This design comes from an exercise in tuning for a short achievable clock period and few clock cycles on the open sky130 flow, not from production work.
Only simulation tests tie the RTL to the original design; equivalence was not proved.

// riscv_cpu
module riscv_cpu (
    input  logic                 clk,
    input  logic                 reset,
    input  logic [32-1:0]     instr,
    output logic [32-1:0]     pc,
    input  logic [32-1:0]     read_data,
    output logic                 dmem_rd_en,
    output logic                 dmem_wr_en,
    output logic [32-1:0]     dmem_addr,
    output logic [32-1:0]     dmem_wr_data,
    input  logic                 cache_stall
);
For scale: roughly 170 I/O pins, about 110000 um^2 of cells after synthesis.
Settings: LEC_CHECK=0, CAP_MARGIN=20, CORE_MARGIN=2, CORE_UTILIZATION=40, PLACE_DENSITY=0.6, SETUP_SLACK_MARGIN=4.4, SLEW_MARGIN=20, SYNTH_HIERARCHICAL=1, TNS_END_PERCENT=100; clock period 7.5 ns.
run.sh (not shown) runs the stock make flow with config.mk's settings and CLKGATE_MAP_FILE= SYNTH_SCRIPT=/design/flow/synth_recipe.tcl, a recipe that flattens the netlist after the stock synthesis.
Testbench counts at the start, summed over its fixed seeds: cycles 40,507.
Edit:
--- a/flow/design.v
+++ b/flow/design.v
@@ -223,30 +223,28 @@
     assign eq_s  = pick(fs, d_s, e_sum, e_diff, e_lgc, 32'd0);
     ex_compare ex_cmp_inst (.fa_ld(fa_ld), .fs_ld(fs_ld), .ld(read_data), .a(eq_a),
                             .s(eq_s), .eq(ex_eq));
     assign exr0        = d_br && (d_ne != d_pred);
     assign exr1        = d_br && (d_ne == d_pred);
     assign ex_taken    = ex_eq != d_ne;
     assign ex_redirect = ex_eq ? exr1 : exr0;
     logic [4:0]  r;
     logic        hit_ex, hit_mem;
     logic        z_ex, z_val;
-    logic [3:0]  z_ex4;       
     logic        id_ok;
     logic        id_taken;
     logic        id_redirect;
     assign r       = p_r;
     assign hit_ex  = d_wrd && p_hex;
     assign hit_mem = e_wrd && p_hmem;
     ex_zero_test ex_zero_inst (.zsel(zsel), .d_a(d_az), .d_b(d_bz), .e_sum(e_sumz),
-                               .e_diff(e_diffz), .e_lgc(e_lgcz), .z(z_ex4));
-    assign z_ex = |z_ex4;
+                               .e_diff(e_diffz), .e_lgc(e_lgcz), .z(z_ex));
     logic use_zex, z_old;
     logic idr0, idr1;         
     logic id_a, id_b, id_c;
     assign use_zex = r != 5'd0 && hit_ex;
     assign z_old   = (r != 5'd0 && hit_mem) ? e_zero : p_zf;
     assign z_val   = use_zex ? z_ex : z_old;
     assign id_ok = p_zcmp && !(hit_ex && (d_ld || !z_ok))
                 && !(!hit_ex && hit_mem && e_ld);
     assign id_taken    = z_val != f3[0];
     assign id_a        = f_valid && f_pred && !is_br;
@@ -321,21 +319,21 @@
                     nx[e][z] = {1'b0, d_fix};
                 end else if (z != 0 ? idr1 : idr0) begin
                     nx[e][z] = {1'b0, pc_id};
                 end else begin
                     nx[e][z] = {1'b1, pc_seq};
                 end
             end
         end
     end
     logic [32:0] pc_fv_next;
-    pc_late_pick pc_late_inst (.ex_eq(ex_eq), .z_ex4(z_ex4), .n00(nx[0][0]), .n01(nx[0][1]),
+    pc_late_pick pc_late_inst (.ex_eq(ex_eq), .z_ex(z_ex), .n00(nx[0][0]), .n01(nx[0][1]),
                                .n10(nx[1][0]), .n11(nx[1][1]), .q(pc_fv_next));
     always_ff @(posedge clk) begin
         {f_valid, pc_q} <= pc_fv_next;
     end
     always_ff @(posedge clk) begin
         if (!cache_stall) begin
             f_instr <= instr;
             f_pc    <= pc_q;
             f_pred  <= btb_hit;
             f_hit   <= hit;
@@ -456,66 +454,53 @@
     assign y = ({32{sel[0]}} & own) | ({32{sel[1]}} & sum) | ({32{sel[2]}} & diff)
              | ({32{sel[3]}} & lgc);
 endmodule
 module ex_zero_test (
     input  logic [19:0] zsel,
     input  logic [31:0] d_a,
     input  logic [31:0] d_b,
     input  logic [31:0] e_sum,
     input  logic [31:0] e_diff,
     input  logic [31:0] e_lgc,
-    output logic [3:0]  z        
+    output logic        z
 );
     function automatic logic sum_is_zero(input logic [31:0] x, input logic [31:0] y,
                                          input logic cin);
         logic [31:0] t;
         logic [31:0] g;
         t = x ^ y;
         g = x | y;
         sum_is_zero = (t[0] == cin) && ((t[31:1] ^ g[30:0]) == 31'd0);
     endfunction
     function automatic logic [4:0] alu_is_zero(input logic [31:0] x, input logic [31:0] y);
         alu_is_zero = {x == y, (x | y) == 32'd0, (x & y) == 32'd0,
                        sum_is_zero(x, ~y, 1'b1), sum_is_zero(x, y, 1'b0)};
     endfunction
     logic [19:0] zt;
     assign zt[4:0]   = alu_is_zero(d_a,    d_b);
     assign zt[9:5]   = alu_is_zero(e_sum,  d_b);
     assign zt[14:10] = alu_is_zero(e_diff, d_b);
     assign zt[19:15] = alu_is_zero(e_lgc,  d_b);
-    for (genvar c = 0; c < 4; c++) begin : g_or
-        assign z[c] = |(zsel[c*5 +: 5] & zt[c*5 +: 5]);
-    end
+    assign z = |(zsel & zt);
 endmodule
 module pc_late_pick (
     input  logic        ex_eq,
-    input  logic [3:0]  z_ex4,    
+    input  logic        z_ex,
     input  logic [32:0] n00,
     input  logic [32:0] n01,
     input  logic [32:0] n10,
     input  logic [32:0] n11,
     output logic [32:0] q
 );
     logic [32:0] nz0, nz1;
     pick2 #(.W(66)) eq_pick (.sel(ex_eq), .a({n00, n01}), .b({n10, n11}), .y({nz0, nz1}));
-    z_pick #(.W(9)) z_pick0 (.z4(z_ex4), .a(nz0[8:0]),   .b(nz1[8:0]),   .y(q[8:0]));
-    z_pick #(.W(8)) z_pick1 (.z4(z_ex4), .a(nz0[16:9]),  .b(nz1[16:9]),  .y(q[16:9]));
-    z_pick #(.W(8)) z_pick2 (.z4(z_ex4), .a(nz0[24:17]), .b(nz1[24:17]), .y(q[24:17]));
-    z_pick #(.W(8)) z_pick3 (.z4(z_ex4), .a(nz0[32:25]), .b(nz1[32:25]), .y(q[32:25]));
-endmodule
-module z_pick #(parameter int W = 1) (
-    input  logic [3:0]   z4,
-    input  logic [W-1:0] a,
-    input  logic [W-1:0] b,
-    output logic [W-1:0] y
-);
-    assign y = (|z4) ? b : a;
+    pick2 #(.W(33)) z_pick (.sel(z_ex), .a(nz0), .b(nz1), .y(q));
 endmodule
 module pick2 #(parameter int W = 1) (
     input  logic         sel,
     input  logic [W-1:0] a,
     input  logic [W-1:0] b,
     output logic [W-1:0] y
 );
     assign y = sel ? b : a;
 endmodule
 module ex_compare (
Result:
- The new run finished clean
- setup slack improves by 110 ps
- worst hold slack is about the same
- final area drops slightly
- non-clock buffer count drops by 34
- via count shrinks slightly
- maximum frequency climbs by a few percent
Testbench counts after the change, summed over its fixed seeds: cycles 40,507.

[afterwards: timing with drivers on the ports]
How much do the figures lean on ideal ports? The routed layouts below were timed once more, with nothing changed but the port constraints.
Step 1 sets driving cells, clkbuf_16 on the clock port and buf_2 on the other inputs (assumed; they add their load-dependent delay and slew).
Step 2, shift: input delay + t, output delay - t, t = (earliest + latest rising clock arrival at the registers) / 2. This alone moves slack from input paths to output paths.
Slacks: ideal / step 1 / step 2; pairs: ideal / step 1.
| run | t (ns) | setup WS [ns] | worst hold slack (ns) |
|---|---|---|---|
| the first run | 1.011 | 3.730 / 3.730 / 2.830 | 0.337 / 0.337 / 0.337 |
| the second run | 1.019 | 3.837 / 3.837 / 3.011 | 0.336 / 0.336 / 0.336 |
After both steps setup and hold are still met in every run listed. For the first run, which loses most, drivers alone change the setup slack by 0.000 ns; drivers and shift together by -0.900 ns.
